This is an optimization exercise on Yosys and OpenROAD, whose aim is a short achievable clock period and few clock cycles, not a production implementation. Where RTL was checked, it was by simulation tests only, not by an equivalence proof against the original. Only the layout flow was run in runs 1 to 4; the RTL was not checked for function there. Power figures rest on the tool's default switching activity, not on a simulated workload.

[config.mk]
export PLATFORM = sky130hd
export DESIGN_NAME = tfacc_memif
export DESIGN_NICKNAME = tfacc_memif
export VERILOG_FILES = /design/flow/design.v
export SDC_FILE = /design/flow/constraint.sdc
export NUM_CORES = 4
export LEC_CHECK = 0
export CAP_MARGIN = 50
export CORE_MARGIN = 2
export CORE_UTILIZATION = 50
export CTS_CLUSTER_DIAMETER = 100
export CTS_CLUSTER_SIZE = 20
export SETUP_SLACK_MARGIN = 3.0
export SLEW_MARGIN = 75
[constraint.sdc]
create_clock -name core_clock -period 5.5 [get_ports {cclk}]
set_input_delay 1.1000 -clock core_clock [delete_from_list [all_inputs] [get_ports {cclk}]]
set_output_delay 1.1000 -clock core_clock [all_outputs]
set_load 0.01 [all_outputs]
[design.v]
`default_nettype none
package memif_pkg;
  typedef logic [31:0] u32_t;        
  typedef logic [63:0] u64_t;        
  typedef logic [39:0] axi_addr_t;   
  localparam u32_t       REG_BLOCK = 32'hffff0180;
  localparam u32_t       REG_MASK  = 32'hffffffe0;   
  localparam logic [2:0] REG_CTRL  = 3'd0;           
  localparam logic [2:0] REG_BASE  = 3'd1;           
  localparam int         CLR_BIT   = 24;             
  localparam int         BEAT_BYTES = 8;
  localparam int         BURST_LEN  = 4;             
  localparam int         LINE_BYTES = 32;
  localparam logic [7:0] ARLEN_VAL  = 8'(BURST_LEN - 1);
  typedef enum logic [1:0] {
    bs_idle,    
    bs_addr,    
    bs_data     
  } burst_state_t;
  typedef enum logic [1:0] {
    cs_idle,    
    cs_lookup,  
    cs_fill     
  } cache_state_t;
endpackage
`default_nettype wire
`timescale 1ns/1ps
`default_nettype none
import memif_pkg::*;
module memif_regs (
  input  wire        cclk,
  input  wire        reset,
  input  wire [31:0] adr,    
  input  wire [3:0]  we,     
  input  wire        re,
  input  wire [31:0] dw,
  output logic [31:0] dr,
  output logic       rdy,
  output logic [31:0] base,   
  output logic       clr     
);
  logic       cs;     
  logic [2:0] sel;    
  assign cs  = (adr & REG_MASK) == REG_BLOCK;
  assign sel = adr[4:2];
  assign clr = cs && (sel == REG_CTRL) && we[3] && dw[CLR_BIT];
  always_ff @(posedge cclk) begin
    if (reset) begin
      base <= '0;
    end else if (cs && (sel == REG_BASE)) begin
      for (int i = 0; i < 4; i++) begin
        if (we[i]) base[8*i +: 8] <= dw[8*i +: 8];   
      end
    end
  end
  always_ff @(posedge cclk) begin
    if (reset) begin
      rdy <= 1'b0;
    end else begin
      rdy <= re | (|we);   
    end
  end
  always_ff @(posedge cclk) begin
    if (re && cs && (sel == REG_BASE)) begin
      dr <= base;
    end else begin
      dr <= '0;          
    end
  end
endmodule
`default_nettype wire
`timescale 1ns/1ps
`default_nettype none
import memif_pkg::*;
module rd_cache (
  input  wire         cclk,
  input  wire         reset,
  input  wire  [31:0] c_adr,          
  input  wire         c_re,
  output logic        c_rdy,
  output logic [31:0] c_dr,
  input  wire  [31:0] base,
  input  wire         clr,            
  output logic [39:0] araddr,         
  output logic [7:0]  arlen,
  output logic        arvalid,
  input  wire         arready,
  input  wire  [63:0] rdata,          
  input  wire         rlast,
  input  wire         rvalid,
  output logic        rready
);
  localparam int NK = 8;
  logic [NK-1:0] valid;               
  logic [23:0]   tag_mem  [NK];
  logic [3:0]    bv       [NK];       
  logic [63:0]   data_mem [NK][4];
  logic [1:0]    f_v;
  logic [1:0]    f_live;              
  logic [2:0]    f_idx [2];
  logic [1:0]    f_cnt;               
  logic          st_beat;             
  logic          want_hi;             
  logic [31:0]   r_adr;
  logic [32:0]   ar_q;                
  logic          rdy_q;
  logic [31:0]   dr_q;
  assign arlen  = ARLEN_VAL;
  assign rready = 1'b1;               
  assign araddr = {7'd0, ar_q};
  assign c_rdy  = rdy_q;
  assign c_dr   = dr_q;
  wire beat_in = rvalid && f_v[0];
  wire pop     = beat_in && (f_cnt == 2'd3);
  wire push    = arvalid && arready;
  wire [2:0] r_idx = r_adr[7:5];
  wire [1:0] r_k   = r_adr[4:3];
  logic      miss_q;
  wire [1:0] kill    = {miss_q && (f_idx[1] == r_idx), miss_q && (f_idx[0] == r_idx)};
  wire [1:0] lv      = f_live & ~kill;
  wire       beat_wr = beat_in && lv[0];
  wire want = st_beat && f_v[0] && lv[0] && (f_idx[0] == r_idx) && (f_cnt == r_k);
  wire take = want && rvalid;         
  wire        accept = c_re;
  wire [2:0]  q_idx = c_adr[7:5];
  wire [1:0]  q_k   = c_adr[4:3];
  wire        q_w   = c_adr[2];
  logic [NK-1:0] q_sel, q_eq, q_hit, q_now, q_rdyl;
  always_comb begin
    for (int i = 0; i < NK; i++) begin
      q_sel[i]  = (q_idx == 3'(i));
      q_eq[i]   = valid[i] && (tag_mem[i] == c_adr[31:8]);
      q_hit[i]  = q_sel[i] && q_eq[i];
      q_now[i]  = beat_wr && (f_idx[0] == 3'(i)) && (f_cnt == q_k);
      q_rdyl[i] = q_hit[i] && (bv[i][q_k] || q_now[i]);
    end
  end
  wire        q_tagm = |q_hit;
  wire        q_rdy  = |q_rdyl;
  logic [31:0] q_line_w;
  always_comb begin
    q_line_w = '0;
    for (int i = 0; i < NK; i++)
      for (int j = 0; j < 4; j++)
        for (int h = 0; h < 2; h++)
          if (c_adr[7:2] == 6'(8 * i + 2 * j + h))
            q_line_w = q_line_w | data_mem[i][j][32*h +: 32];
  end
  wire        q_nowb = beat_wr && (f_idx[0] == q_idx) && (f_cnt == q_k);
  wire        bypass = take || q_nowb;
  wire        by_hi  = take ? want_hi : q_w;
  logic [1:0] n_fv, n_live;
  logic [2:0] n_f0, n_f1;
  always_comb begin
    n_fv = f_v; n_live = lv; n_f0 = f_idx[0]; n_f1 = f_idx[1];
    if (pop) begin
      n_fv   = {1'b0, f_v[1]};
      n_live = {1'b0, lv[1]};
      n_f0   = f_idx[1];
    end
    if (push) begin
      if (!n_fv[0]) begin n_fv[0] = 1'b1; n_live[0] = 1'b1; n_f0 = r_idx; end
      else          begin n_fv[1] = 1'b1; n_live[1] = 1'b1; n_f1 = r_idx; end
    end
  end
  always_ff @(posedge cclk) begin
    if (accept) r_adr   <= c_adr;
    if (accept) want_hi <= q_w;
    if (miss_q) ar_q <= {1'b0, base} + {1'b0, r_adr[31:5], 5'd0};
    dr_q <= bypass ? (by_hi ? rdata[63:32] : rdata[31:0]) : q_line_w;
  end
  always_ff @(posedge cclk) begin
    rdy_q   <= !reset && ((accept && q_rdy) || take);
    arvalid <= !reset && (miss_q || (arvalid && !arready));
    miss_q  <= !reset && accept && !q_tagm;
    if (reset) begin
      st_beat  <= 1'b0;
      f_v      <= 2'b00;
      f_cnt    <= 2'd0;
    end else begin
      st_beat  <= accept ? !q_rdy : (st_beat && !take);
      f_v      <= n_fv;
      f_live   <= n_live;
      f_idx[0] <= n_f0;
      f_idx[1] <= n_f1;
      if (beat_in) f_cnt <= f_cnt + 2'd1;
    end
  end
  always_ff @(posedge cclk) begin
    for (int i = 0; i < NK; i++) begin
      for (int j = 0; j < 4; j++) begin
        if (beat_wr && f_idx[0] == 3'(i) && f_cnt == 2'(j)) begin
          data_mem[i][j] <= rdata;
          bv[i][j]       <= 1'b1;
        end
      end
    end
    if (miss_q) begin
      tag_mem[r_idx] <= r_adr[31:8];
      bv[r_idx]      <= 4'b0000;
    end
  end
  always_ff @(posedge cclk) begin
    if (reset || clr) begin
      valid <= '0;
    end else if (miss_q) begin
      valid[r_idx] <= 1'b1;
    end
  end
endmodule
`default_nettype wire
`timescale 1ns/1ps
`default_nettype none
import memif_pkg::*;
module tfacc_memif #(
  parameter int NK = 8             
) (
  input  wire         cclk,
  input  wire         reset,
  input  wire [31:0]  adr,         
  input  wire [3:0]   we,
  input  wire         re,
  input  wire [31:0]  dw,
  output logic [31:0] dr,
  output logic        rdy,
  input  wire [31:0]  c_adr,       
  input  wire         c_re,
  output logic        c_rdy,
  output logic [31:0] c_dr,
  output logic [39:0] araddr,      
  output logic [7:0]  arlen,
  output logic        arvalid,
  input  wire         arready,
  input  wire [63:0]  rdata,
  input  wire         rlast,
  input  wire         rvalid,
  output logic        rready
);
  logic [31:0] base;   
  logic        clr;    
  memif_regs u_regs (
    .cclk  (cclk),
    .reset (reset),
    .adr   (adr),
    .we    (we),
    .re    (re),
    .dw    (dw),
    .dr    (dr),
    .rdy   (rdy),
    .base  (base),
    .clr   (clr)
  );
  rd_cache u_cache (
    .cclk    (cclk),
    .reset   (reset),
    .c_adr   (c_adr),
    .c_re    (c_re),
    .c_rdy   (c_rdy),
    .c_dr    (c_dr),
    .base    (base),
    .clr     (clr),
    .araddr  (araddr),
    .arlen   (arlen),
    .arvalid (arvalid),
    .arready (arready),
    .rdata   (rdata),
    .rlast   (rlast),
    .rvalid  (rvalid),
    .rready  (rready)
  );
endmodule
`default_nettype wire
[run.sh]
#!/bin/bash
# synth_recipe.tcl (not shown) runs the flow's synth.tcl, then flattens the netlist and writes it again
# the make line also repeats each setting of config.mk as NAME=value (left out here)
make -C /OpenROAD-flow-scripts/flow DESIGN_CONFIG=/design/flow/config.mk WORK_HOME=/design/flow/orfs CLKGATE_MAP_FILE= SYNTH_SCRIPT=/design/flow/synth_recipe.tcl finish
==> flow_summary.toml, run 1 <==
[power_and_ir_drop]
p_per_area_nw_per_um2 = 283
ir_drop_mv = 0.306
leakage_uw = 0.0409

[drt]
vias = 64259
firstDrtPassIters = 8
drtIter0Drc = 12993
drc_errors = 0
wl_per_cell_um = 43.4
drtAntennaViolNets = 0
drt_wl_total_mm = 397
via_per_inst = 7.04

[die]
core_um2 = 181000
die_area_um2 = 185000
io_pins = 287
die_w_um = 430
die_y_um = 430
initial_core_util_pct = 50.3
rows = 156

[flow_run]
maxCapViolCount = 0

[global_route]
met1_usage_pct = 52.6
grtUsageMet2_pct = 56.6
grt_pass1_vias = 56151
antenna_found_initial = 21
grt_pass1_wl_mm = 485
grt-busiest-layer = "met2"
met3_usage_pct = 10.6
grt_overflow_total = 0
grt_max_degree = 34
track_usage_pct = 38.7

[clock_tree]
cts_buffers = 141
cts_htree_levels = 4
tritoncts = "yes"
clock-sinks = 2456
root_buffer = "clkbuf_16"
clk_latency_ns = 0.86
path_clk_slew_ns = 0.09
cts_buffer_depth = 3

[worst_setup_path]
required_ns = 6.06
worst-path-max-fanout = 5
crit_slowest_cell = "edfxtp_1"
crit_type = "reg2reg"
cp_common_cell = "buf_6"
cp-start-kind = "register"
end_kind = "register"
worstPathCellList = "buf_4, buf_6, xor2_4, o41a_4, buf_6, nand4_1, buf_6, nor3_4, and2_4, buf_4, buf_12, buf_12, clkbuf_16"
worstPathArrival_ns = 3.54
slowest_delay_ns = 0.46

[synthesis]
ys.flop_type = "edfxtp_1"
yosysSeqAreaShare_pct = 79.6
synth_seq_cells = 2456
syn_avg_cell_area_um2 = 17.1
synthDistinctLibCells = 68
synth_warnings = 4
synth_area_um2 = 90900
synth_edf_count = 2311
synth-async-reset-ratio_pct = 0
synth_cells = 5325

[run_status]
status = "no timing/DRC/antenna violations"

[timing]
hold_violations = 0
min_period_over_period_pct = 54.2
finalSetupTns_ns = 0
post-route-min-period_ns = 2.98
setup_viol = 0
fmax_mhz = 336
setup_ws_ns = 2.52
timing.final.max_slew_violations = 0
rsz0062_at_grt = "true"
fin_skew_ns = 0.0338

[placed_design]
gp_congestion = 0.844
portBuffers = 265
place_hpwl_mm = 222
post-place-ws_ns = 1.42

[cells_and_area]
drive_gt1_share_pct = 28.6
final_core_util_pct = 65.8
area_growth_syn_to_layout_pct = 30.8
nets = 6842

[worst_hold_path]
hold_path.class = "reg2reg"
metal layers:
layer | vias up | part of all wire [%]
met5 | - | 0.058
met3 | 1735 | 16
met2 | 6527 | 42
met1 | 31960 | 33
met4 | 22 | 8.6
li1 | 24015 | -
area by class of cell:
type                    count  area (um^2)
diodes                     19         47.5
clock buffers             236         3930
clock inverters            15          224
fillers                 11913        61900
inverters                  14         52.6
multi-input cells        2581        19600
flip-flops and latches   2456        72300
well taps                2370         2970
repair buffers           1441        19800
report_power, final:
group          total (uW)  internal, uW  switching [uW]
registers           20600         20600            78.1
logic                1760           608            1150
clock network       11200          5020            6210
kinds of logic (layout without fill, tap and decap cells):
family	Yosys count	after routing	share of synthesized area (%)
compound gates	1157	1157	9.42
xor+xnor	230	230	2.22
fa+ha+maj	36	36	0.504
buf+inv	302	1706	1.64
flops	2456	2456	79.6
mux	45	45	0.607
other cells	2	35	0.00826
simple gates	1097	1097	6.04
worst max-delay path, delay by kind of cell, from the launching register on:
| family | cells | cell delay, ns |
|---|---|---|
| flops | 1 | 0.46 |
| xor+xnor | 1 | 0.19 |
| simple gates | 3 | 0.63 |
| compound gates | 1 | 0.19 |
| buf+inv | 8 | 1.19 |
layout by cell type, fill, tap and decap left out, drive strengths merged, types with 35 or more instances in the layout:
master,netlist,layout
nor3,76,76
edfxtp,2311,2311
a22oi,1006,1006
nor2,214,214
ha,35,35
dfxtp,145,145
clkbuf,105,341
xnor2,91,91
buf,183,1251
a31oi,45,45
nand2,376,376
nor4,83,83
xor2,139,139
and3,36,36
and2,47,47
mux2i,36,36
nand4,172,172
clkdlybuf4s50,0,71
final timing paths:
check	startpoint	to	slack (ns)	cells after the start
worst max-delay path	u_cache.r_adr[7]	u_cache.data_mem[4][28]	2.52	13
worst min-delay path	u_regs.base[2]	u_cache.ar_q[2]	0.44	0
worst max register to register	u_cache.r_adr[7]	u_cache.data_mem[4][28]	2.52	13
worst min register to register	u_regs.base[2]	u_cache.ar_q[2]	0.44	0
metrics by stage:
step / area, um^2 / hold slack, ns / power (uW) / instances
final: 119000 / 0.442 / 33600 / 9132
after global routing: 119000 / 0.453 / 34200 / 9114
after CTS: 111000 / 0.442 / 33300 / 8745
after detailed placement: 103000 / 0.435 / 22600 / 8287
after global placement: 98900 / 0.428 / 22500 / 7949
after floorplan: 92100 / 0.422 / 21600 / 5339
repair_timing:
action | in CTS | in global routing
pin swaps | 97 | 83
gates resized for setup | 763 | 489
cloned | 53 | 113
buffers inserted | 154 | 247
setup endpoints to repair | 2164 | 1936
hold buffers | 0 | 0
synthesized netlist by cell type, types with 4 or more instances:
library cell,n,area (um^2)
and2_1,46,288
nor4_1,82,513
a31oi_1,45,282
a211oi_1,7,52.6
mux4_2,8,180
xor2_1,139,1220
a22oi_1,1006,7550
buf_6,4,45.0
buf_4,35,263
nand4b_1,5,43.8
nor2_2,17,106
o21ai_0,18,90.1
nand2_8,4,80.1
clkbuf_1,105,394
xnor2_1,91,797
nand2_1,372,1400
edfxtp_1,2311,69400
a221oi_1,11,96.3
a21oi_1,27,135
mux2i_1,36,360
nand2b_1,9,56.3
nand3_1,26,130
inv_1,14,52.6
buf_2,140,701
a21o_1,7,52.6
nor4b_1,6,52.6
nor3_1,76,380
ha_1,35,438
nor2b_1,18,113
dfxtp_1,145,2900
or4_1,9,67.6
and3_1,36,225
nand4_1,172,1080
a22o_1,9,78.8
nor2_1,197,739
sequential cells by signal, summed over array words and instances, names as in the netlist, 6 cells and up:
register / count
u_cache.dr_q: 32
u_cache.tag_mem: 192
u_regs.base: 32
u_regs.dr: 32
u_cache.valid: 8
u_cache.ar_q: 33
u_cache.f_idx: 6
u_cache.bv: 32
u_cache.r_adr: 30
u_cache.data_mem: 2048
==> run 2, diff against run 1 <==
--- a/design.v
+++ b/design.v
@@ -119,6 +119,6 @@
   wire [1:0] kill    = {miss_q && (f_idx[1] == r_idx), miss_q && (f_idx[0] == r_idx)};
   wire [1:0] lv      = f_live & ~kill;
-  wire       beat_wr = beat_in && lv[0];
-  wire want = st_beat && f_v[0] && lv[0] && (f_idx[0] == r_idx) && (f_cnt == r_k);
+  wire       beat_wr = beat_in && f_live[0];
+  wire want = st_beat && !miss_q && f_v[0] && f_live[0] && (f_idx[0] == r_idx) && (f_cnt == r_k);
   wire take = want && rvalid;         
   wire        accept = c_re;
@@ -167,10 +167,10 @@
     if (accept) r_adr   <= c_adr;
     if (accept) want_hi <= q_w;
-    if (miss_q) ar_q <= {1'b0, base} + {1'b0, r_adr[31:5], 5'd0};
+    if (accept) ar_q <= {1'b0, base} + {1'b0, c_adr[31:5], 5'd0};
     dr_q <= bypass ? (by_hi ? rdata[63:32] : rdata[31:0]) : q_line_w;
   end
   always_ff @(posedge cclk) begin
     rdy_q   <= !reset && ((accept && q_rdy) || take);
-    arvalid <= !reset && (miss_q || (arvalid && !arready));
+    arvalid <= !reset && ((accept && !q_tagm) || (arvalid && !arready));
     miss_q  <= !reset && accept && !q_tagm;
     if (reset) begin
==> run 2 against run 1 <==
  * Die area about the same
  * Sequential power about the same
  * Clock skew increased by 0.0053 ns
  * Cell area decreased by 5.2%
  * Largest power group unchanged
  * Combinational power decreased by 3%
  * Final cell count decreased by 4.6%
  * Global-route usage decreased by 1.7 points
  * Fmax increased by 5.3%
  * Critical endpoint is now u_cache.dr_q[2]
  * Flip-flop and latch count unchanged
  * Non-clock buffer count decreased by 334
  * Worst hold slack improved by 0.018 ns
  * Critical path type is now in2reg
==> flow_summary.toml, run 2 <==
[run_status]
status = "no timing/DRC/antenna violations"

[placed_design]
dp.cells = 8193
gp_congestion = 0.829
place_hpwl_mm = 218
portBuffers = 265
place_area_um2 = 104000

[timing]
setup_viol = 0
rsz0062_at_grt = "true"
hold_violations = 0
post-route-min-period_ns = 2.83
timing.final.max_slew_violations = 0
fmax_mhz = 353
min_period_over_period_pct = 51.5
finalSetupTns_ns = 0
fin_skew_ns = 0.0391

[synthesis]
synth_area_leader_cell = "edfxtp_1"
syn_avg_cell_area_um2 = 17.2
synth_commonest_cells = "2311 x edfxtp_1, 989 x a22oi_1, 257 x nand2_1"
synth_warnings = 4
ys_top_cells_by_area = "edfxtp_1 76%, a22oi_1 8.2%, dfxtp_1 3.2%"
synth_cells = 5276
synth_top_area_share_pct = 76.4
synth-async-reset-ratio_pct = 0
yosysSeqAreaShare_pct = 79.6
ys.flop_type = "edfxtp_1"
synth_edf_count = 2311
synth_most_common_cell = "edfxtp_1"
synth_area_um2 = 90900
synthDistinctLibCells = 74
synth_seq_cells = 2456

[clock_tree]
cts_buffers = 141
root_buffer = "clkbuf_16"
path_clk_slew_ns = 0.09
cts_htree_levels = 4
clock-sinks = 2456
clk_latency_ns = 0.87
cts_hold_buf = 0
tritoncts = "yes"
cts_buffer_depth = 3

[global_route]
track_usage_pct = 37.0
grt_pass1_wl_mm = 468
grt_max_degree = 38
antenna_found_initial = 14
grt_overflow_total = 0
grt_pass1_vias = 55985

[drt]
drtAntennaViolNets = 0
drt_wl_total_mm = 349
wl_per_cell_um = 40.1
vias = 59822
drtIter0Drc = 11043
via_per_inst = 6.87
firstDrtPassIters = 6
drc_errors = 0

[die]
die_w_um = 430
die_area_um2 = 185000
die_y_um = 430
initial_core_util_pct = 50.3
core_um2 = 181000
io_pins = 287
rows = 156

[worst_setup_path]
worstPathArrival_ns = 3.55
crit_type = "in2reg"
cp-start-kind = "primary input"
end_kind = "register"
worst-path-max-fanout = 6
required_ns = 6.22

[cells_and_area]
reg.largest.list = "u_cache.data_mem (2048), u_cache.tag_mem (192), u_cache.ar_q (33)"
top_register = "u_cache.data_mem"
layout_common_cells = "2311 x edfxtp_1, 808 x a22oi_1, 348 x buf_4"
largest_register_ffs = 2048
nets = 6439
area_growth_syn_to_layout_pct = 24.0
final_cell_area_um2 = 113000
drive_gt1_share_pct = 27.2
fin_cells = 8708
final_common_cell = "edfxtp_1"

[power_and_ir_drop]
p_per_area_nw_per_um2 = 297
leakage_uw = 0.0379
ir_drop_mv = 0.252

[worst_hold_path]
hold_path.class = "reg2reg"

[flow_run]
maxCapViolCount = 0
run 2: changes by cell type in the layout (fill, tap and decap cells not counted), moves of 24 or more:
cell,before,now
nor4_1,43,13
nand2_1,331,241
buf_8,83,142
a31oi_1,30,1
clkbuf_16,248,145
a21oi_1,20,53
buf_12,254,177
a22oi_2,56,181
a22oi_1,950,808
buf_6,192,152
buf_4,448,348
buf_16,134,51
mux2i_1,34,61
nor4_2,30,54
run 2: through the flow:
stage	setup WS [ns]	total power (uW)	utilization [%]	hold WS, ns
6_report	2.67	33500	62.3	0.460
5_1_grt	2.65	34100	62.3	0.475
4_1_cts	2.83	33400	61.6	0.462
3_5_place_dp	0.966	22600	57.3	0.441
3_3_place_gp	0.745	22500	54.8	0.431
2_1_floorplan	2.45	21600	-	0.422
run 2: worst paths after layout:
kind,slack (ns),startpoint,end,cells past startpoint
worst min-delay path,0.46,u_cache.f_v[1],u_cache.f_v[1],2
worst max-delay path,2.67,c_adr[4],u_cache.dr_q[2],18
worst max register to register,2.95,u_regs.base[5],u_cache.ar_q[31],11
worst min register to register,0.46,u_cache.f_v[1],u_cache.f_v[1],2
run 2: area by class of cell:
type / count / area (um^2)
Antenna cell: 7 / 17.5
Clock buffer: 227 / 3940
Clock inverter: 14 / 186
Fill cell: 12736 / 68100
Inverter: 18 / 72.6
Multi-Input combinational cell: 2509 / 19900
Sequential cell: 2456 / 72300
Tap cell: 2370 / 2970
Timing Repair Buffer: 1107 / 13200
run 2: routing by layer:
metal,routed length (um),GRT usage (%),part of all wire (%),vias to the layer above
met4,20100,17.2,5.8,9
met1,126000,51.5,36,30440
met3,49000,9.19,14,1068
met2,154000,55.4,44,5191
met5,195,0,0.056,-
li1,-,-,-,23114
run 2: kinds of logic after synthesis:
family                   after synthesis  synth area share (%)
adder cells (fa/ha/maj)               35                 0.490
buffers and inverters                326                  1.74
multiplexers                          76                 0.969
XOR/XNOR                             229                  2.21
flip-flops                          2456                  79.6
AND/OR/NAND/NOR                      993                  5.62
other                                  2               0.00826
AO/OA/AOI/OAI                       1159                  9.42
run 2: power by group:
| group | switching, uW | leakage [uW] | internal [uW] |
|---|---|---|---|
| clock network | 6120 | 0.00197 | 4990 |
| logic | 1060 | 0.0139 | 643 |
| registers | 95.8 | 0.0220 | 20600 |
run 2: timing repair:
item / in CTS / in global routing
setup buffers: 189 / 47
pin swaps: 202 / 154
gates resized for setup: 891 / 153
setup endpoints to repair: 1031 / 271
gates cloned: 15 / 1
run 2: worst max-delay path: stages:
cell      delay [ns]
buf_12          0.12
buf_8           0.14
buf_6           0.12
nand4b_1        0.17
buf_4           0.15
buf_6           0.09
buf_6           0.12
nor2_4          0.05
buf_6           0.15
buf_12          0.14
a22oi_2         0.14
nand4_1         0.15
nor4_2          0.36
buf_2           0.21
buf_6           0.10
nand3_4         0.07
nor2_2          0.10
a21oi_1         0.04
==> run 3, diff against run 2 <==
--- a/config.mk
+++ b/config.mk
@@ -11,4 +11,6 @@
 export CTS_CLUSTER_DIAMETER = 100
 export CTS_CLUSTER_SIZE = 20
+export GPL_ROUTABILITY_DRIVEN = 0
+export PLACE_DENSITY = 0.7
 export SETUP_SLACK_MARGIN = 3.0
 export SLEW_MARGIN = 75
==> run 3 against run 2 <==
  * Still clean
  * Clock power barely moved
  * Non-clock buffer count is 68 lower
  * Synthesized area is the same
  * Flip-flop and latch count stayed put
  * Wire length up 1.5%
  * Count of clock-buffer cells in the layout grew 9
  * Worst hold slack lost 0.0025 ns
  * First-iteration DRC count grew 18%
  * Register-to-register slack worse by 0.23 ns
  * Fmax is 0.31% lower
  * Critical endpoint is now u_cache.dr_q[7]
  * Largest power group unchanged
  * Highest routed layer unchanged
==> flow_summary.toml, run 3 <==
[worst_setup_path]
cp_top_family = "simple AND/OR/NAND/NOR gates"
worstPathArrival_ns = 3.58
cp-start-kind = "primary input"
worst-path-max-fanout = 12
end_kind = "register"
crit_slowest_cell = "nor4b_4"
required_ns = 6.24
worstPathCellList = "buf_16, buf_4, nor4b_4, buf_1, and2_4, buf_6, a22oi_1, nand3_1, nor4_4, nand3_2, nor2_4, a21oi_1"
crit_type = "in2reg"
path_buf_inv = 4
slowest_delay_ns = 0.40

[synthesis]
synth_area_leader_cell = "edfxtp_1"
ys.flop_type = "edfxtp_1"
synth_seq_cells = 2456
synth_area_um2 = 90900
synth_cells = 5276
synth-async-reset-ratio_pct = 0
yosysSeqAreaShare_pct = 79.6
synthDistinctLibCells = 74
synth_warnings = 4
syn_avg_cell_area_um2 = 17.2
synth_top_area_share_pct = 76.4
synth_edf_count = 2311
ys_top_cells_by_area = "edfxtp_1 76%, a22oi_1 8.2%, dfxtp_1 3.2%"
synth_most_common_cell = "edfxtp_1"
synth_commonest_cells = "2311 x edfxtp_1, 989 x a22oi_1, 257 x nand2_1"

[clock_tree]
clock-sinks = 2456
tritoncts = "yes"
path_clk_slew_ns = 0.09
cts_buffer_depth = 3
cts_htree_levels = 4
root_buffer = "clkbuf_16"
clk_latency_ns = 0.88
cts_hold_buf = 0
cts_buffers = 142

[timing]
fin_skew_ns = 0.0641
fmax_mhz = 352
post-route-min-period_ns = 2.84
timing.final.max_slew_violations = 0
rsz0062_at_grt = "true"
finalSetupTns_ns = 0
hold_violations = 0
setup_viol = 0
min_period_over_period_pct = 51.6

[die]
rows = 156
die_y_um = 430
initial_core_util_pct = 50.3
io_pins = 287
core_um2 = 181000
die_w_um = 430
die_area_um2 = 185000

[global_route]
grt_pass1_wl_mm = 456
grt_pass1_vias = 57136
track_usage_pct = 35.7
antenna_found_initial = 18
grt_overflow_total = 0
grt_max_degree = 40

[cells_and_area]
final_cell_area_um2 = 112000
reg.largest.list = "u_cache.data_mem (2048), u_cache.tag_mem (192), u_cache.ar_q (33)"
drive_gt1_share_pct = 25.6
top_register = "u_cache.data_mem"
layout_common_cells = "2311 x edfxtp_1, 835 x a22oi_1, 339 x buf_4"
largest_register_ffs = 2048
nets = 6371
final_common_cell = "edfxtp_1"
n_fill_cell = 12177
area_growth_syn_to_layout_pct = 22.8

[drt]
vias = 61972
drtAntennaViolNets = 0
drtIter0Drc = 13016
drt_wl_total_mm = 354
via_per_inst = 7.16
drc_errors = 0
wl_per_cell_um = 40.9
firstDrtPassIters = 9

[power_and_ir_drop]
ir_drop_mv = 0.334
p_seq_share_pct = 61.6
clkPwrFrac_pct = 33.4
comb_power_share_pct = 5.0
leakage_uw = 0.0374
p_per_area_nw_per_um2 = 301
switching_share_pct = 21.9
power_switching_uw = 7350
internal-power_uw = 26200

[flow_run]
maxCapViolCount = 0

[placed_design]
place_area_um2 = 103000
portBuffers = 265
place_hpwl_mm = 211

[worst_hold_path]
hold_path.class = "reg2reg"

[run_status]
status = "no timing/DRC/antenna violations"
run 3: cell types whose count changed in the layout (fill, tap and decap cells not counted), sizes merged:
cell	delta
clkinv	+1
clkdlybuf4s15	+5
nor2b	-1
clkdlybuf4s50	-3
dlymetal6s2s	-2
buf	-74
clkbuf	+21
dlygate4sd2	-1
bufbuf	-5
diode	+11
run 3: kinds of logic (layout without fill, tap and decap cells):
group | count (synthesis) | count (layout) | share of synthesized area [%]
other | 2 | 34 | 0.00826
xor gates and xnor gates | 229 | 229 | 2.21
AOI/OAI and AO/OA | 1159 | 1159 | 9.42
DFF | 2456 | 2456 | 79.6
adders and majority gates | 35 | 35 | 0.490
buffers and inverters | 326 | 1308 | 1.74
muxes | 76 | 76 | 0.969
and+or+nand+nor | 993 | 993 | 5.62
run 3: cell type report:
cell class / count / area [um^2] / area share [%]
clock buffer: 236 / 3970 / 3.56
sequential: 2456 / 72400 / 64.8
clock inverter: 15 / 218 / 0.195
inverter: 18 / 75.1 / 0.0673
multi-input combinational: 2508 / 19600 / 17.5
antenna: 18 / 45.0 / 0.0404
timing repair buffer: 1039 / 12400 / 11.1
tap: 2370 / 2970 / 2.66
run 3: path summary, 6_finish.rpt:
| kind | startpoint | end | slack, ns | cells past startpoint |
|---|---|---|---|---|
| worst max-delay path | c_adr[5] | u_cache.dr_q[7] | 2.66 | 12 |
| worst min-delay path | u_cache.f_v[1] | u_cache.f_v[1] | 0.46 | 2 |
| worst max register to register | u_cache.f_idx[0][0] | u_cache.data_mem[8][58] | 2.72 | 6 |
| worst min register to register | u_cache.f_v[1] | u_cache.f_v[1] | 0.46 | 2 |
run 3: stage by stage:
stage	utilization [%]	hold slack, ns	total power (uW)	cells	setup slack (ns)
after floorplan	-	0.422	21600	5290	2.45
after global placement	54.6	0.432	22500	7860	0.660
after detailed placement	56.9	0.439	22600	8135	0.972
after CTS	59.9	0.459	33200	8470	2.85
after global routing	61.7	0.469	34100	8646	2.79
final	61.8	0.458	33600	8660	2.66
run 3: power groups by stage:
stage | combinational [uW] | sequential (uW) | clock (uW)
finish | 1670 | 20700 | 11200
global route | 1720 | 20700 | 11700
CTS | 1470 | 20700 | 11000
detailed placement | 1440 | 21100 | 0
global placement | 1340 | 21100 | 0
floorplan | 542 | 21100 | 0
run 3: repair_timing:
| item | CTS | global route |
|---|---|---|
| endpoints found under the setup margin | 1024 | 164 |
| gates resized for setup | 625 | 260 |
| cloned | 6 | 13 |
| setup buffers | 78 | 137 |
| pin swaps | 71 | 172 |
run 3: worst min-delay path, stage by stage, from the launching register on:
cell	delay (ns)
dfxtp_1	0.31
nand2_1	0.05
a21oi_1	0.05
run 3: per-layer routing:
layer / GRT usage [%] / routed length (um) / share of wire (%) / vias up
met5: 0.0260 / 88 / 0.025 / -
met4: 20.4 / 29800 / 8.4 / 14
met3: 12.9 / 65000 / 18 / 1737
met2: 51.8 / 148000 / 42 / 6980
met1: 46.5 / 111000 / 31 / 30272
li1: - / - / - / 22969
==> run 4, diff against run 3 <==
--- a/config.mk
+++ b/config.mk
@@ -8,5 +8,5 @@
 export CAP_MARGIN = 50
 export CORE_MARGIN = 2
-export CORE_UTILIZATION = 50
+export CORE_UTILIZATION = 60
 export CTS_CLUSTER_DIAMETER = 100
 export CTS_CLUSTER_SIZE = 20
==> run 4 against run 3 <==
  * Critical endpoint unchanged
  * Wire length shrank 1.5%
  * Sequential power is essentially flat
  * Highest routed layer unchanged
  * Global-route usage grew 8.2 points
  * Register-to-register slack gained 0.26 ns
  * Cell area shrank 0.78%
  * Still clean
==> flow_summary.toml, run 4 <==
[timing]
timing.final.max_slew_violations = 0
finalSetupTns_ns = 0
fmax_mhz = 357
fin_skew_ns = 0.0530
post-route-min-period_ns = 2.80
setup_viol = 0
rsz0062_at_grt = "true"
min_period_over_period_pct = 50.9
hold_violations = 0

[power_and_ir_drop]
comb_power_share_pct = 5.0
ir_drop_mv = 0.350
internal-power_uw = 26100
power_switching_uw = 7280
p_seq_share_pct = 61.9
clkPwrFrac_pct = 33.1
switching_share_pct = 21.8
finalPower_uw = 33400
leakage_uw = 0.0372
p_per_area_nw_per_um2 = 301

[drt]
via_per_inst = 7.51
drc_errors = 0
firstDrtPassIters = 6
drtAntennaViolNets = 0
vias = 62361
wl_per_cell_um = 42.0
drt_wl_total_mm = 349
drtIter0Drc = 12864

[cells_and_area]
fin_cells = 8304
largest_register_ffs = 2048
layout_common_cells = "2311 x edfxtp_1, 825 x a22oi_1, 357 x buf_4"
area_growth_syn_to_layout_pct = 21.9
reg.largest.list = "u_cache.data_mem (2048), u_cache.tag_mem (192), u_cache.ar_q (33)"
n_fill_cell = 8566
final_common_cell = "edfxtp_1"
nets = 6374
top_register = "u_cache.data_mem"
drive_gt1_share_pct = 25.9
final_core_util_pct = 73.8

[synthesis]
synth_seq_cells = 2456
ys_top_cells_by_area = "edfxtp_1 76%, a22oi_1 8.2%, dfxtp_1 3.2%"
synth_top_family_by_area = "compound AO/OA/AOI/OAI gates"
yosysSeqAreaShare_pct = 79.6
synth-compound-area-share_pct = 9.42
ys.flop_type = "edfxtp_1"
synth_warnings = 4
synth-async-reset-ratio_pct = 0
synth_top_area_share_pct = 76.4
synthSimpleGateAreaFrac_pct = 5.62
synthDistinctLibCells = 74
syn_avg_cell_area_um2 = 17.2
synth_cells = 5276
synth_edf_count = 2311
synth_commonest_cells = "2311 x edfxtp_1, 989 x a22oi_1, 257 x nand2_1"
synth_area_um2 = 90900
synth_most_common_cell = "edfxtp_1"
muxShareOfSynthArea_pct = 0.969
synth_area_leader_cell = "edfxtp_1"
synth-xor-area-share_pct = 2.21
synthAdderAreaFrac_pct = 0.490

[global_route]
track_usage_pct = 43.8
grt_pass1_wl_mm = 458
grt_max_degree = 42
antenna_found_initial = 19
grt_pass1_vias = 57540
grt_overflow_total = 0

[worst_setup_path]
worst-path-max-fanout = 10
cp-start-kind = "primary input"
end_kind = "register"
r2r_slack_ns = 2.98
crit_slowest_cell = "nor4_2"
crit_type = "in2reg"
worstPathCellList = "buf_12, buf_16, and4bb_2, and2_4, buf_8, a22oi_2, nand4_1, nor4_2, nand3_1, nor2_1, a21oi_1"
required_ns = 6.20
path_buf_inv = 3
cp_top_family = "simple AND/OR/NAND/NOR gates"
slowest_delay_ns = 0.46
worstPathArrival_ns = 3.51

[clock_tree]
clk_latency_ns = 0.86
clock-sinks = 2456
cts_buffer_depth = 3
root_buffer = "clkbuf_16"
cts_htree_levels = 4
path_clk_slew_ns = 0.09
cts_buffers = 140
tritoncts = "yes"

[die]
rows = 142
core_um2 = 150000
initial_core_util_pct = 60.5
io_pins = 287
die_w_um = 393
die_area_um2 = 155000
die_y_um = 393

[flow_run]
maxCapViolCount = 0

[run_status]
status = "no timing/DRC/antenna violations"

[placed_design]
portBuffers = 265
place_hpwl_mm = 206
dp.cells = 7779

[worst_hold_path]
hold_path.class = "reg2reg"
-- run 4: cell types whose count changed in the layout (fill, tap and decap cells not counted), sizes merged, moves of 2 or more --
cell           delta
buf               +2
bufbuf            +3
clkbuf            -4
clkdlybuf4s50     -5
diode             +3
inv               -3
-- run 4: cells by family after synthesis --
family,count (synthesis)
muxes,76
adders and majority gates,35
DFF,2456
AOI/OAI and AO/OA,1159
other,2
xor gates and xnor gates,229
buffers and inverters,326
and+or+nand+nor,993
-- run 4: repair_timing --
| action | 4_1_cts | 5_1_grt |
|---|---|---|
| hold buffers | 0 | 0 |
| endpoints found under the hold margin | 0 | 0 |
| endpoints found under the setup margin | 1082 | 227 |
| gates resized for setup | 661 | 258 |
| setup buffers | 131 | 100 |
| cloned | 8 | 9 |
| pin swaps | 129 | 174 |
-- run 4: routing by layer --
metal | vias up | part of all wire [%] | GRT usage, %
met3 | 1791 | 18 | 17.9
met5 | - | 0.093 | 0.0319
li1 | 22973 | - | -
met1 | 30454 | 31 | 56.6
met2 | 7115 | 42 | 62.9
met4 | 28 | 8.1 | 25.6
-- run 4: power by group through the flow --
stage | logic [uW] | clock network, uW | registers [uW]
global placement | 1340 | 0 | 21100
detailed placement | 1440 | 0 | 21100
CTS | 1500 | 10900 | 20700
finish | 1660 | 11100 | 20700
floorplan | 542 | 0 | 21100
global route | 1710 | 11600 | 20700
-- run 4: layout make-up --
cell class,instances,area [um^2],area share (%)
Sequential cell,2456,72300,65.3
Clock inverter,12,179,0.162
Multi-Input combinational cell,2509,19800,17.9
Antenna cell,21,52.6,0.0474
Timing Repair Buffer,1043,11900,10.8
Clock buffer,229,3900,3.52
Tap cell,2016,2520,2.28
Inverter,18,72.6,0.0655
-- run 4: worst paths after layout --
check,startpoint,end,depth (start not counted)
worst min-delay path,u_cache.f_v[1],u_cache.f_v[1],2
worst max register to register,u_regs.base[9],u_cache.ar_q[24],9
worst max-delay path,c_adr[3],u_cache.dr_q[7],11
worst min register to register,u_cache.f_v[1],u_cache.f_v[1],2
-- run 4: per-stage QoR --
| stage | hold WS, ns | cell area (um^2) | worst slack, ns |
|---|---|---|---|
| after global placement | 0.431 | 98300 | 0.673 |
| final | 0.470 | 111000 | 2.70 |
| after detailed placement | 0.448 | 102000 | 1.25 |
| after global routing | 0.475 | 111000 | 2.80 |
| after CTS | 0.467 | 108000 | 2.86 |
| after floorplan | 0.422 | 92600 | 2.45 |
-- run 4: worst reg2reg max path, cell delays in order (launching register included) --
cell      delay (ns)
dfxtp_1         0.35
ha_4            0.30
o21a_1          0.15
o21ai_2         0.08
or4_4           0.58
a31oi_4         0.30
o21ai_2         0.10
nand2b_1        0.17
a31oi_1         0.12
xnor2_1         0.14
==> run 5, diff against run 4 <==
--- a/design.v
+++ b/design.v
@@ -120,5 +120,6 @@
   wire [1:0] lv      = f_live & ~kill;
   wire       beat_wr = beat_in && f_live[0];
-  wire want = st_beat && !miss_q && f_v[0] && f_live[0] && (f_idx[0] == r_idx) && (f_cnt == r_k);
+  logic at_q;
+  wire want = st_beat && !miss_q && at_q;
   wire take = want && rvalid;         
   wire        accept = c_re;
@@ -164,5 +165,9 @@
     end
   end
-  always_ff @(posedge cclk) begin
+  wire [1:0] n_cnt  = beat_in ? f_cnt + 2'd1 : f_cnt;
+  wire [2:0] n_ridx = accept ? q_idx : r_idx;
+  wire [1:0] n_rk   = accept ? q_k : r_k;
+  always_ff @(posedge cclk) begin
+    at_q <= n_fv[0] && n_live[0] && (n_f0 == n_ridx) && (n_cnt == n_rk);
     if (accept) r_adr   <= c_adr;
     if (accept) want_hi <= q_w;
@@ -184,5 +189,5 @@
       f_idx[0] <= n_f0;
       f_idx[1] <= n_f1;
-      if (beat_in) f_cnt <= f_cnt + 2'd1;
+      f_cnt    <= n_cnt;
     end
   end
==> run 5 against run 4 <==
  * Critical endpoint is now u_cache.dr_q[31]
  * Clock power is essentially flat
  * First-iteration DRC count grew 3.8%
  * Cell area grew 1.7%
  * Die area grew 0.12%
  * Combinational power grew 5%
  * Worst setup slack gained 0.025 ns
  * Register-to-register slack lost 0.09 ns
  * Still clean
  * Largest cell class unchanged
  * Power grew 0.42%
  * Highest routed layer unchanged
==> flow_summary.toml, run 5 <==
[cells_and_area]
area_growth_syn_to_layout_pct = 23.8
drive_gt1_share_pct = 27.9
reg.largest.list = "u_cache.data_mem (2048), u_cache.tag_mem (192), u_cache.ar_q (33)"
largest_register_ffs = 2048
top_register = "u_cache.data_mem"
nets = 6366
final_common_cell = "edfxtp_1"
final_core_util_pct = 75.0
layout_common_cells = "2311 x edfxtp_1, 768 x a22oi_1, 397 x buf_4"

[synthesis]
ys_top_cells_by_area = "edfxtp_1 76%, a22oi_1 7.3%, dfxtp_1 3.2%"
synth_area_leader_cell = "edfxtp_1"
synth_top_area_share_pct = 76.3
synth_seq_cells = 2457
synth_area_um2 = 91000
yosysSeqAreaShare_pct = 79.5
synth_edf_count = 2311
syn_avg_cell_area_um2 = 17.7
synthDistinctLibCells = 83
synth_most_common_cell = "edfxtp_1"
ys.flop_type = "edfxtp_1"
synth-async-reset-ratio_pct = 0
synth_commonest_cells = "2311 x edfxtp_1, 890 x a22oi_1, 191 x nor2_1"
synth_warnings = 4
synth_cells = 5131

[worst_setup_path]
end_kind = "register"
path_buf_inv = 6
worstPathArrival_ns = 3.54
cp_top_family = "simple AND/OR/NAND/NOR gates"
crit_slowest_cell = "or4_4"
worstPathCellList = "buf_12, buf_12, or4_4, nor2_4, buf_6, buf_6, a22oi_1, nand2_1, nor4b_4, buf_4, a32oi_2, buf_2"
slowest_delay_ns = 0.60
crit_cells = 12
crit_type = "in2reg"
worst-path-max-fanout = 9
required_ns = 6.26
r2r_cells = 11
cp-start-kind = "primary input"

[clock_tree]
path_clk_slew_ns = 0.09
tritoncts = "yes"
root_buffer = "clkbuf_16"
cts_buffers = 140
clk_latency_ns = 0.84
clock-sinks = 2457
cts_buffer_depth = 3
cts_htree_levels = 4

[drt]
drtAntennaViolNets = 0
drtIter0Drc = 13359
drc_errors = 0
firstDrtPassIters = 9
via_per_inst = 7.55
vias = 62677
drt_wl_total_mm = 355
wl_per_cell_um = 42.8

[die]
core_um2 = 150000
die_y_um = 393
io_pins = 287
die_w_um = 393
rows = 142
initial_core_util_pct = 60.6
die_area_um2 = 155000

[timing]
hold_violations = 0
min_period_over_period_pct = 50.5
setup_ws_ns = 2.72
fmax_mhz = 360
timing.final.max_slew_violations = 0
setup_viol = 0
finalSetupTns_ns = 0
fin_skew_ns = 0.0344
rsz0062_at_grt = "true"
post-route-min-period_ns = 2.78

[power_and_ir_drop]
ir_drop_mv = 0.313
p_per_area_nw_per_um2 = 298
finalPower_uw = 33500
leakage_uw = 0.0376

[run_status]
status = "no timing/DRC/antenna violations"

[placed_design]
place_hpwl_mm = 204
post-place-ws_ns = 0.752
portBuffers = 265

[global_route]
grt_pass1_wl_mm = 465
grt_max_degree = 37
antenna_found_initial = 21
grt_overflow_total = 0
track_usage_pct = 43.7
grt_pass1_vias = 57931

[worst_hold_path]
hold_depth = 0
hold_path.class = "reg2reg"

[flow_run]
maxCapViolCount = 0
==> run 5: cell types whose count changed in the layout (fill, tap and decap cells not counted), sizes merged, moves of 20 or more <==
cell / delta
nand2: -162
a22oi: -99
buf: +94
a22o: +59
a221oi: +51
nand3: +43
and2: -33
a21oi: -27
xor2: +27
xnor2: -26
a32oi: +23
clkbuf: +20
==> run 5: through the flow <==
stage | hold WS [ns] | cell area (um^2) | std cells
detailed placement | 0.436 | 102000 | 7710
floorplan | 0.422 | 92500 | 5145
global route | 0.475 | 113000 | 8289
global placement | 0.439 | 98900 | 7450
CTS | 0.455 | 110000 | 8174
finish | 0.453 | 113000 | 8307
==> run 5: power breakdown <==
part	switching (uW)	internal, uW
Sequential	101	20600
Combinational	1090	667
Clock	6100	5000
==> run 5: timing repair <==
action	4_1_cts	5_1_grt
pin swaps	166	186
buffers inserted	196	90
hold buffers	0	0
setup endpoints to repair	1408	365
cloned	15	7
gates resized for setup	772	345
==> run 5: kinds of logic after synthesis <==
logic type / after synthesis / share of synthesized area [%]
fa+ha+maj: 35 / 0.490
simple gates: 854 / 5.15
flops: 2457 / 79.5
xor+xnor: 230 / 2.21
other cells: 2 / 0.00825
buf+inv: 304 / 1.90
compound gates: 1167 / 9.75
mux: 82 / 1.01
==> run 5: final cells by class <==
cell class | count | area, um^2
repair buffers | 1153 | 13300
clock inverters | 12 | 171
multi-input cells | 2385 | 20200
flip-flops and latches | 2457 | 72400
inverters | 23 | 93.8
diodes | 20 | 50.0
well taps | 2016 | 2520
fillers | 8323 | 37500
clock buffers | 241 | 3970
==> run 5: final timing paths <==
| kind | startpoint | to | slack [ns] |
|---|---|---|---|
| max | c_adr[2] | u_cache.dr_q[31] | 2.72 |
| min reg2reg | u_cache.r_adr[7] | u_cache.f_idx[1][2] | 0.45 |
| max reg2reg | u_regs.base[5] | u_cache.ar_q[29] | 2.89 |
| min | u_cache.r_adr[7] | u_cache.f_idx[1][2] | 0.45 |
==> run 5: worst reg2reg max path, cell delays in order (launching register included) <==
cell,delay (ns)
dfxtp_1,0.39
ha_4,0.16
inv_2,0.03
fa_2,0.33
and3b_1,0.24
o21ai_2,0.08
nor4b_4,0.15
o31ai_4,0.33
a211oi_2,0.11
buf_4,0.17
o211ai_1,0.20
o311ai_2,0.13
==> run 5: routing by layer <==
layer / routed length (um) / part of all wire (%) / up-vias / track usage [%]
li1: - / - / 23030 / -
met2: 151000 / 43 / 7210 / 62.9
met5: 417 / 0.12 / - / 0.0616
met1: 110000 / 31 / 30604 / 56.9
met4: 28300 / 8.0 / 30 / 26.2
met3: 65500 / 18 / 1803 / 16.6
Testbench counts of run 5, summed over its fixed seeds: cycles 130,732.
==> run 6, diff against run 5 <==
--- a/config.mk
+++ b/config.mk
@@ -8,9 +8,7 @@
 export CAP_MARGIN = 50
 export CORE_MARGIN = 2
-export CORE_UTILIZATION = 60
+export CORE_UTILIZATION = 50
 export CTS_CLUSTER_DIAMETER = 100
 export CTS_CLUSTER_SIZE = 20
-export GPL_ROUTABILITY_DRIVEN = 0
-export PLACE_DENSITY = 0.7
 export SETUP_SLACK_MARGIN = 3.0
 export SLEW_MARGIN = 75
==> run 6 against run 5 <==
  * Sequential share of layout area increased by 0.17 points
  * Global-route usage decreased by 6.1 points
  * Highest routed layer unchanged
  * Synthesized cell count unchanged
  * First-iteration DRC count decreased by 13%
  * Final cell count increased by 3.7%
  * Critical endpoint is now u_cache.dr_q[5]
  * Fmax increased by 2.0%
  * Still clean
  * Clock power about the same
  * Cell area decreased by 0.27%
==> flow_summary.toml, run 6 <==
[global_route]
grt_overflow_total = 0
antenna_found_initial = 12
track_usage_pct = 37.6
grt_max_degree = 35
grt_pass1_vias = 55657
grt_pass1_wl_mm = 474

[worst_setup_path]
r2r_cells = 10
required_ns = 6.24
crit_slowest_cell = "or4_4"
cp_common_cell = "buf_12"
crit_start = "c_adr[5]"
slowest_delay_ns = 0.48
crit_cells = 15
cp-start-kind = "primary input"
end_kind = "register"
r2r_slack_ns = 2.98
worst-path-max-fanout = 5
crit_type = "in2reg"
path_buf_inv = 8
worstPathArrival_ns = 3.47
worstPathCellList = "buf_12, buf_12, buf_16, buf_6, or4_4, buf_6, nor2_4, buf_6, buf_12, buf_12, a22o_1, a221oi_2, nand3_1, nor4_2, a32oi_2"
rr_endpoint = "u_cache.ar_q[25]"
cp_top_family = "buffers and inverters"
timing.rr.start = "u_regs.base[5]"

[synthesis]
synth_seq_cells = 2457
ys_top_cells_by_area = "edfxtp_1 76%, a22oi_1 7.3%, dfxtp_1 3.2%"
synth_top_area_share_pct = 76.3
synth_cells = 5131
synthDistinctLibCells = 83
synth_most_common_cell = "edfxtp_1"
synth_area_um2 = 91000
ys.flop_type = "edfxtp_1"
syn_avg_cell_area_um2 = 17.7
synth_area_leader_cell = "edfxtp_1"
synth_commonest_cells = "2311 x edfxtp_1, 890 x a22oi_1, 191 x nor2_1"
synth_warnings = 4
yosysSeqAreaShare_pct = 79.5
synth_edf_count = 2311
synth-async-reset-ratio_pct = 0

[clock_tree]
cts_htree_levels = 4
root_buffer = "clkbuf_16"
tritoncts = "yes"
clk_latency_ns = 0.85
cts_buffer_depth = 3
path_clk_slew_ns = 0.09
clock-sinks = 2457
cts_buffers = 140

[drt]
drc_errors = 0
vias = 59608
wl_per_cell_um = 41.4
firstDrtPassIters = 6
drtAntennaViolNets = 0
drt_wl_total_mm = 357
via_per_inst = 6.92
drtIter0Drc = 11587

[die]
initial_core_util_pct = 50.3
die_y_um = 431
io_pins = 287
rows = 156
core_um2 = 181000
die_area_um2 = 185000
die_w_um = 431

[power_and_ir_drop]
comb_power_share_pct = 5.1
ir_drop_mv = 0.216
p_seq_share_pct = 61.8
leakage_uw = 0.0373
internal-power_uw = 26200
switching_share_pct = 21.7
p_per_area_nw_per_um2 = 298
power_switching_uw = 7260
clkPwrFrac_pct = 33.1

[cells_and_area]
final_common_cell = "edfxtp_1"
top_register = "u_cache.data_mem"
largest_register_ffs = 2048
drive_gt1_share_pct = 26.3
area_growth_syn_to_layout_pct = 23.5
nets = 6343
fin_cells = 8618
final_cell_area_um2 = 112000
reg.largest.list = "u_cache.data_mem (2048), u_cache.tag_mem (192), u_cache.ar_q (33)"
layout_common_cells = "2311 x edfxtp_1, 790 x a22oi_1, 385 x buf_4"

[placed_design]
place_area_um2 = 103000
portBuffers = 265
place_hpwl_mm = 214
dp.cells = 8053
gp_congestion = 0.841

[flow_run]
maxCapViolCount = 0

[timing]
rsz0062_at_grt = "true"
min_period_over_period_pct = 49.5
hold_violations = 0
fin_skew_ns = 0.0377
timing.final.max_slew_violations = 0
finalSetupTns_ns = 0
setup_viol = 0
post-route-min-period_ns = 2.72
fmax_mhz = 367

[worst_hold_path]
min_to = "u_cache.ar_q[1]"
hold_depth = 0
hold_path.class = "reg2reg"
min_from = "u_regs.base[1]"

[run_status]
status = "no timing/DRC/antenna violations"
-- run 6: cell count changes in the layout (fill, tap and decap cells not counted), moves of 12 or more --
cell and delta:
a22oi_1 +22, clkbuf_2 -13, buf_8 -20, nor4_4 -13, a22oi_2 -22, buf_4 -12
buf_12 +15
-- run 6: logic make-up (layout without fill, tap and decap cells) --
family          after synthesis  after routing  share of synthesized area (%)
compound gates             1167           1167                           9.75
flops                      2457           2457                           79.5
buf+inv                     304           1397                           1.90
other cells                   2             26                        0.00825
mux                          82             82                           1.01
xor+xnor                    230            230                           2.21
fa+ha+maj                    35             35                          0.490
simple gates                854            854                           5.15
-- run 6: timing repair --
item | 4_1_cts | 5_1_grt
hold buffers | 0 | 0
cloned | 20 | 3
pin swaps | 115 | 167
setup endpoints to repair | 1275 | 212
endpoints found under the hold margin | 0 | 0
setup buffers | 183 | 89
gates resized for setup | 749 | 206
-- run 6: worst register-to-register path, delay by kind of cell (launching register included) --
kind,cells,cell delay [ns]
adder cells (fa/ha/maj),2,0.50
flip-flops,1,0.41
buffers and inverters,2,0.21
AO/OA/AOI/OAI,4,0.78
AND/OR/NAND/NOR,2,0.38
-- run 6: per-stage QoR --
stage,hold slack [ns],util [%],setup slack (ns),power (uW)
2_1_floorplan,0.422,-,2.44,21600
3_3_place_gp,0.431,55.0,0.719,22500
3_5_place_dp,0.441,56.8,1.16,22600
4_1_cts,0.461,61.0,2.76,33300
5_1_grt,0.468,62.2,2.76,34100
6_report,0.457,62.2,2.78,33500
-- run 6: power groups by stage --
| stage | combinational (uW) | clock, uW | sequential [uW] |
|---|---|---|---|
| 2_1_floorplan | 543 | 0 | 21100 |
| 3_5_place_dp | 1480 | 0 | 21100 |
| 5_1_grt | 1760 | 11700 | 20700 |
| 4_1_cts | 1580 | 11000 | 20700 |
| 6_report | 1690 | 11100 | 20700 |
| 3_3_place_gp | 1400 | 0 | 21100 |
-- run 6: how the worst max path moves through the flow --
| stage | endpoint | slack [ns] |
|---|---|---|
| floorplan | u_cache.ar_q[29] | 2.44 |
| global placement | u_cache.dr_q[31] | 0.72 |
| detailed placement | u_cache.dr_q[24] | 1.16 |
| CTS | u_cache.dr_q[5] | 2.76 |
| global route | u_cache.dr_q[31] | 2.76 |
| finish | u_cache.dr_q[5] | 2.78 |
-- run 6: layout make-up --
type                    instances  area (um^2)
flip-flops and latches       2457        72400
fillers                     12819        68400
multi-input cells            2384        19600
repair buffers               1131        13200
clock buffers                 232         3930
well taps                    2370         2970
clock inverters                11          174
inverters                      23         86.3
diodes                         10         25.0
-- run 6: routing by layer --
metal | vias up | track usage [%] | share of wire (%)
met4 | 10 | 17.2 | 5.5
met2 | 5326 | 56.8 | 45
met1 | 30375 | 51.1 | 35
met5 | - | 0 | 0.043
li1 | 22967 | - | -
met3 | 930 | 10.5 | 15
==> run 7, diff against run 6 <==
--- a/config.mk
+++ b/config.mk
@@ -8,5 +8,5 @@
 export CAP_MARGIN = 50
 export CORE_MARGIN = 2
-export CORE_UTILIZATION = 50
+export CORE_UTILIZATION = 42
 export CTS_CLUSTER_DIAMETER = 100
 export CTS_CLUSTER_SIZE = 20
==> run 7 against run 6 <==
  * Still clean
  * Global-route usage fell by 5.4 points
  * Die area rose by 19%
  * Sequential power barely moved
  * Combinational power rose by 5%
  * Critical path type unchanged
  * Largest cell class unchanged
==> flow_summary.toml, run 7 <==
[synthesis]
synth_seq_cells = 2457
synth_area_um2 = 91000
synth_most_common_cell = "edfxtp_1"
synth_warnings = 4
yosysSeqAreaShare_pct = 79.5
ys.flop_type = "edfxtp_1"
syn_avg_cell_area_um2 = 17.7
synth_edf_count = 2311
synth_area_leader_cell = "edfxtp_1"
ys_top_cells_by_area = "edfxtp_1 76%, a22oi_1 7.3%, dfxtp_1 3.2%"
synth-async-reset-ratio_pct = 0
synth_top_area_share_pct = 76.3
synthDistinctLibCells = 83
synth_cells = 5131
synth_commonest_cells = "2311 x edfxtp_1, 890 x a22oi_1, 191 x nor2_1"

[clock_tree]
cts_hold_buf = 0
root_buffer = "clkbuf_16"
path_clk_slew_ns = 0.08
cts_buffer_depth = 3
clock-sinks = 2457
cts_buffers = 141
clk_latency_ns = 0.87
cts_htree_levels = 4
tritoncts = "yes"

[flow_run]
maxCapViolCount = 0

[drt]
firstDrtPassIters = 9
drc_errors = 0
via_per_inst = 6.65
drtIter0Drc = 11199
wl_per_cell_um = 40.1
vias = 60856
drtAntennaViolNets = 0
drt_wl_total_mm = 367

[worst_hold_path]
hold_path.class = "reg2reg"
min_from = "u_regs.base[4]"
hold_depth = 0
min_to = "u_cache.ar_q[4]"

[power_and_ir_drop]
switching_share_pct = 21.9
clkPwrFrac_pct = 33.3
power_switching_uw = 7370
ir_drop_mv = 0.339
p_per_area_nw_per_um2 = 295
internal-power_uw = 26300
leakage_uw = 0.0379
comb_power_share_pct = 5.2
p_seq_share_pct = 61.5

[global_route]
track_usage_pct = 32.3
grt_pass1_vias = 56670
antenna_found_initial = 19
grt_overflow_total = 0
grt_max_degree = 40
grt_pass1_wl_mm = 488

[cells_and_area]
area_growth_syn_to_layout_pct = 25.3
largest_register_ffs = 2048
top_register = "u_cache.data_mem"
final_cell_area_um2 = 114000
layout_common_cells = "2311 x edfxtp_1, 788 x a22oi_1, 390 x buf_4"
final_common_cell = "edfxtp_1"
nets = 6399
reg.largest.list = "u_cache.data_mem (2048), u_cache.tag_mem (192), u_cache.ar_q (33)"
drive_gt1_share_pct = 27.2

[timing]
fin_skew_ns = 0.0338
fmax_mhz = 354
finalSetupTns_ns = 0
timing.final.max_slew_violations = 0
post-route-min-period_ns = 2.82
setup_viol = 0
min_period_over_period_pct = 51.3
rsz0062_at_grt = "true"
hold_violations = 0

[die]
rows = 170
initial_core_util_pct = 42.3
io_pins = 287
die_w_um = 469
die_area_um2 = 220000
core_um2 = 215000
die_y_um = 469

[placed_design]
gp_congestion = 0.831
place_area_um2 = 104000
place_hpwl_mm = 218
portBuffers = 265

[worst_setup_path]
worstPathArrival_ns = 3.58
r2r_slack_ns = 2.84
cp-start-kind = "primary input"
crit_type = "in2reg"
required_ns = 6.25
timing.rr.start = "u_regs.base[5]"
r2r_cells = 11
end_kind = "register"
worst-path-max-fanout = 4
rr_endpoint = "u_cache.ar_q[27]"

[run_status]
status = "no timing/DRC/antenna violations"
-- run 7: cell counts after synthesis --
Identical to the previous run, type by type.
-- run 7: cell type report --
type / count / area (um^2)
multi-input combinational: 2384 / 19700
tap: 2838 / 3550
antenna: 16 / 40.0
clock inverter: 13 / 191
sequential: 2457 / 72400
inverter: 23 / 86.3
fill: 16765 / 101000
clock buffer: 235 / 3990
timing repair buffer: 1186 / 14100
-- run 7: power groups by stage --
stage / sequential, uW / clock [uW] / combinational (uW)
floorplan: 21100 / 0 / 543
detailed placement: 21100 / 0 / 1500
global route: 20700 / 11800 / 1830
global placement: 21200 / 0 / 1400
CTS: 20700 / 11200 / 1650
finish: 20700 / 11200 / 1770
-- run 7: worst max path at each step --
stage	start	endpoint	cells past startpoint
2_1_floorplan	c_adr[5]	u_cache.ar_q[29]	10
3_3_place_gp	c_adr[5]	u_cache.dr_q[6]	9
3_5_place_dp	c_adr[2]	u_cache.dr_q[12]	11
4_1_cts	c_adr[3]	u_cache.dr_q[11]	17
5_1_grt	c_adr[3]	u_cache.dr_q[15]	15
6_report	c_adr[3]	u_cache.dr_q[15]	15
-- run 7: routing by layer --
metal | global-route usage, % | vias up | part of all wire (%)
met5 | 0.389 | - | 0.023
met2 | 48.1 | 5524 | 44
li1 | - | 23115 | -
met3 | 9.92 | 1062 | 15
met4 | 16.0 | 12 | 5.8
met1 | 42.9 | 31143 | 35
-- run 7: metrics by stage --
stage               hold slack [ns]  setup WS, ns  utilization (%)  instances  total power, uW
finish                        0.464          2.68             53.0       9152            33700
global route                  0.479          2.70             53.0       9139            34400
CTS                           0.463          2.71             52.3       9077            33500
detailed placement            0.442          1.13             48.2       8555            22600
global placement              0.434         0.559             46.6       8290            22600
floorplan                     0.422          2.44                -       5145            21600
-- run 7: kinds of logic after synthesis --
| group | Yosys count | synth area share [%] |
|---|---|---|
| flops | 2457 | 79.5 |
| compound gates | 1167 | 9.75 |
| simple gates | 854 | 5.15 |
| buf+inv | 304 | 1.90 |
| xor+xnor | 230 | 2.21 |
| mux | 82 | 1.01 |
| fa+ha+maj | 35 | 0.490 |
| other cells | 2 | 0.00825 |
-- run 7: critical path: stages --
cell and delay (ns):
buf_6 0.10, buf_12 0.12, buf_12 0.13, buf_16 0.14
buf_6 0.11, nand4b_1 0.15, buf_4 0.17, nor2_4 0.06
buf_4 0.15, a22oi_1 0.24, nand4_1 0.20, or4_4 0.53
nor3_4 0.12, a22oi_1 0.10, buf_4 0.14
-- run 7: timing repair --
| action | CTS | global route |
|---|---|---|
| pin swaps | 203 | 128 |
| setup endpoints to repair | 1650 | 195 |
| buffers inserted | 250 | 36 |
| resized for setup | 893 | 145 |
| cloned | 24 | 4 |
==> run 8, diff against run 7 <==
--- a/config.mk
+++ b/config.mk
@@ -8,7 +8,5 @@
 export CAP_MARGIN = 50
 export CORE_MARGIN = 2
-export CORE_UTILIZATION = 42
-export CTS_CLUSTER_DIAMETER = 100
-export CTS_CLUSTER_SIZE = 20
+export CORE_UTILIZATION = 50
 export SETUP_SLACK_MARGIN = 3.0
 export SLEW_MARGIN = 75
==> run 8 against run 7 <==
  * Register-to-register slack better by 0.15 ns
  * Combinational power down 6%
  * Count of clock-buffer cells in the layout up 110
  * Critical endpoint is now u_cache.dr_q[1]
  * Clock power up 46%
  * Largest cell class unchanged
  * Critical path depth down 3
==> flow_summary.toml, run 8 <==
[run_status]
status = "no timing/DRC/antenna violations"

[cells_and_area]
multi_input_comb_area_um2 = 19300
nets = 6348
seqCellArea_um2 = 72400
area_growth_syn_to_layout_pct = 25.8
reg.largest.list = "u_cache.data_mem (2048), u_cache.tag_mem (192), u_cache.ar_q (33)"
layout_common_cells = "2311 x edfxtp_1, 814 x a22oi_1, 368 x buf_4"
top_register = "u_cache.data_mem"
n_fill_cell = 12662
drive_gt1_share_pct = 26.6
largest_register_ffs = 2048
final_common_cell = "edfxtp_1"
fin_cells = 8728

[synthesis]
synth_area_um2 = 91000
syn_avg_cell_area_um2 = 17.7
synth_most_common_cell = "edfxtp_1"
synth_area_leader_cell = "edfxtp_1"
synthDistinctLibCells = 83
synth_warnings = 4
synth_seq_cells = 2457
yosysSeqAreaShare_pct = 79.5
ys_top_cells_by_area = "edfxtp_1 76%, a22oi_1 7.3%, dfxtp_1 3.2%"
synth_commonest_cells = "2311 x edfxtp_1, 890 x a22oi_1, 191 x nor2_1"
synth_cells = 5131
ys.flop_type = "edfxtp_1"
synth_edf_count = 2311
synth_top_area_share_pct = 76.3
synth-async-reset-ratio_pct = 0

[worst_setup_path]
required_ns = 6.22
slowest_delay_ns = 0.59
cp_common_cell = "a22oi_1"
crit_slowest_cell = "or4_4"
worstPathCellList = "buf_8, nand2b_4, buf_12, buf_16, nor2_4, buf_4, buf_6, a22oi_1, nand4_1, or4_4, nor3_4, a22oi_1"
worst-path-max-fanout = 9
path_buf_inv = 5
end_kind = "register"
crit_type = "in2reg"
cp_top_family = "simple AND/OR/NAND/NOR gates"
worstPathArrival_ns = 3.41
cp-start-kind = "primary input"

[power_and_ir_drop]
switching_share_pct = 21.2
p_per_area_nw_per_um2 = 339
leakage_uw = 0.0385
p_seq_share_pct = 53.4
ir_drop_mv = 0.298
finalPower_uw = 38800
power_switching_uw = 8240
comb_power_share_pct = 4.3
clkPwrFrac_pct = 42.3
internal-power_uw = 30600

[drt]
drt_wl_total_mm = 357
drtAntennaViolNets = 0
drtIter0Drc = 11752
vias = 60198
via_per_inst = 6.90
drc_errors = 0
firstDrtPassIters = 6
wl_per_cell_um = 40.9

[global_route]
grt_pass1_vias = 56159
track_usage_pct = 37.7
grt_overflow_total = 0
grt_max_degree = 35
antenna_found_initial = 17
grt_pass1_wl_mm = 475

[die]
io_pins = 287
initial_core_util_pct = 50.3
die_area_um2 = 185000
die_w_um = 431
die_y_um = 431
core_um2 = 181000
rows = 156

[timing]
fmax_mhz = 372
post-route-min-period_ns = 2.69
hold_ws_ns = 0.459
hold_violations = 0
min_period_over_period_pct = 48.9
rsz0062_at_grt = "true"
setup_ws_ns = 2.81
finalSetupTns_ns = 0
setup_viol = 0
timing.final.max_slew_violations = 0
fin_skew_ns = 0.0476

[clock_tree]
tritoncts = "yes"
clk_latency_ns = 0.90
path_clk_slew_ns = 0.06
root_buffer = "clkbuf_16"
cts_buffer_depth = 3
clock-sinks = 2457
cts_hold_buf = 0
cts_htree_levels = 4
cts_buffers = 236

[placed_design]
gp_congestion = 0.841
portBuffers = 265
post-place-ws_ns = 1.16
dp.cells = 8053
place_hpwl_mm = 214

[worst_hold_path]
hold_path.class = "reg2reg"

[flow_run]
maxCapViolCount = 0
## run 8: timing repair
action / CTS / global route
endpoints found under the setup margin: 1141 / 186
gates cloned: 15 / 5
buffers inserted: 130 / 55
pin swaps: 80 / 107
gates resized for setup: 686 / 135
## run 8: cells by family (layout without fill, tap and decap cells)
logic type / after synthesis / in the layout / share of synthesized area (%)
flip-flops: 2457 / 2457 / 79.5
AO/OA/AOI/OAI: 1167 / 1167 / 9.75
AND/OR/NAND/NOR: 854 / 854 / 5.15
buffers and inverters: 304 / 1509 / 1.90
XOR/XNOR: 230 / 230 / 2.21
multiplexers: 82 / 82 / 1.01
adder cells (fa/ha/maj): 35 / 35 / 0.490
other: 2 / 24 / 0.00825
## run 8: layout make-up
cell class / count / area share (%)
inverters: 23 / 0.0754
flip-flops and latches: 2457 / 63.2
clock buffers: 345 / 5.81
well taps: 2370 / 2.59
diodes: 8 / 0.0175
repair buffers: 1040 / 10.4
clock inverters: 101 / 1.04
multi-input cells: 2384 / 16.9
## run 8: path summary, 6_finish.rpt
kind	endpoint	cells after the start	from	slack, ns
min reg2reg	u_cache.ar_q[4]	0	u_regs.base[4]	0.46
min	u_cache.ar_q[4]	0	u_regs.base[4]	0.46
max	u_cache.dr_q[1]	12	c_adr[7]	2.81
max reg2reg	u_cache.ar_q[25]	10	u_regs.base[5]	2.99
## run 8: layer usage
layer | track usage [%] | wire length [um] | vias to the layer above
li1 | - | - | 23091
met1 | 50.7 | 125000 | 30657
met2 | 56.6 | 159000 | 5452
met3 | 11.5 | 53700 | 982
met4 | 17.1 | 19500 | 16
met5 | 0 | 105 | -
## run 8: through the flow
step	cell area (um^2)	util, %
2_1_floorplan	92500	-
3_3_place_gp	99400	55.0
3_5_place_dp	103000	56.8
4_1_cts	113000	62.5
5_1_grt	114000	63.3
6_report	114000	63.3
## run 8: worst reg2reg max path, cell delays in order, from the launching register on
cell and delay [ns]:
dfxtp_1 0.40, ha_4 0.16, inv_2 0.03, fa_2 0.33, and3b_1 0.23, o21ai_2 0.08, nor4b_4 0.16, o31ai_4 0.31
buf_4 0.18, a31oi_4 0.10, a211o_1 0.29
## run 8: power groups by stage
stage	sequential, uW	clock, uW	combinational, uW
after global routing	20700	17200	1720
after CTS	20700	16400	1550
after floorplan	21100	0	543
after detailed placement	21100	0	1480
final	20700	16400	1660
after global placement	21100	0	1400

static timing again, ports no longer ideal:
Ports are ideal in the flow. The routed layouts listed here were re-timed in OpenROAD.
Step 1 sets driving cells, clkbuf_16 on the clock port and buf_2 on the other inputs (assumed; they add their load-dependent delay and slew).
Step 2 times the ports against the registers' clock, not the clock port: input delays grow and output delays shrink by t, the midpoint of the rising clock arrivals with the driver on.
a / b / c = ideal / step 1 / step 2; a / b = the first two.
run	shift t [ns]	slack for setup (ns)
run 1	0.926	2.520 / 2.520 / 1.681
run 2	0.934	2.669 / 2.666 / 1.732
run 3	0.954	2.660 / 2.612 / 1.658
run 4	0.917	2.698 / 2.596 / 1.679
run 5	0.900	2.722 / 2.696 / 1.796
run 6	0.925	2.777 / 2.813 / 1.888
run 7	0.931	2.678 / 2.679 / 1.747
run 8	0.960	2.810 / 2.819 / 1.859
After both steps setup and hold are still met in every run listed.
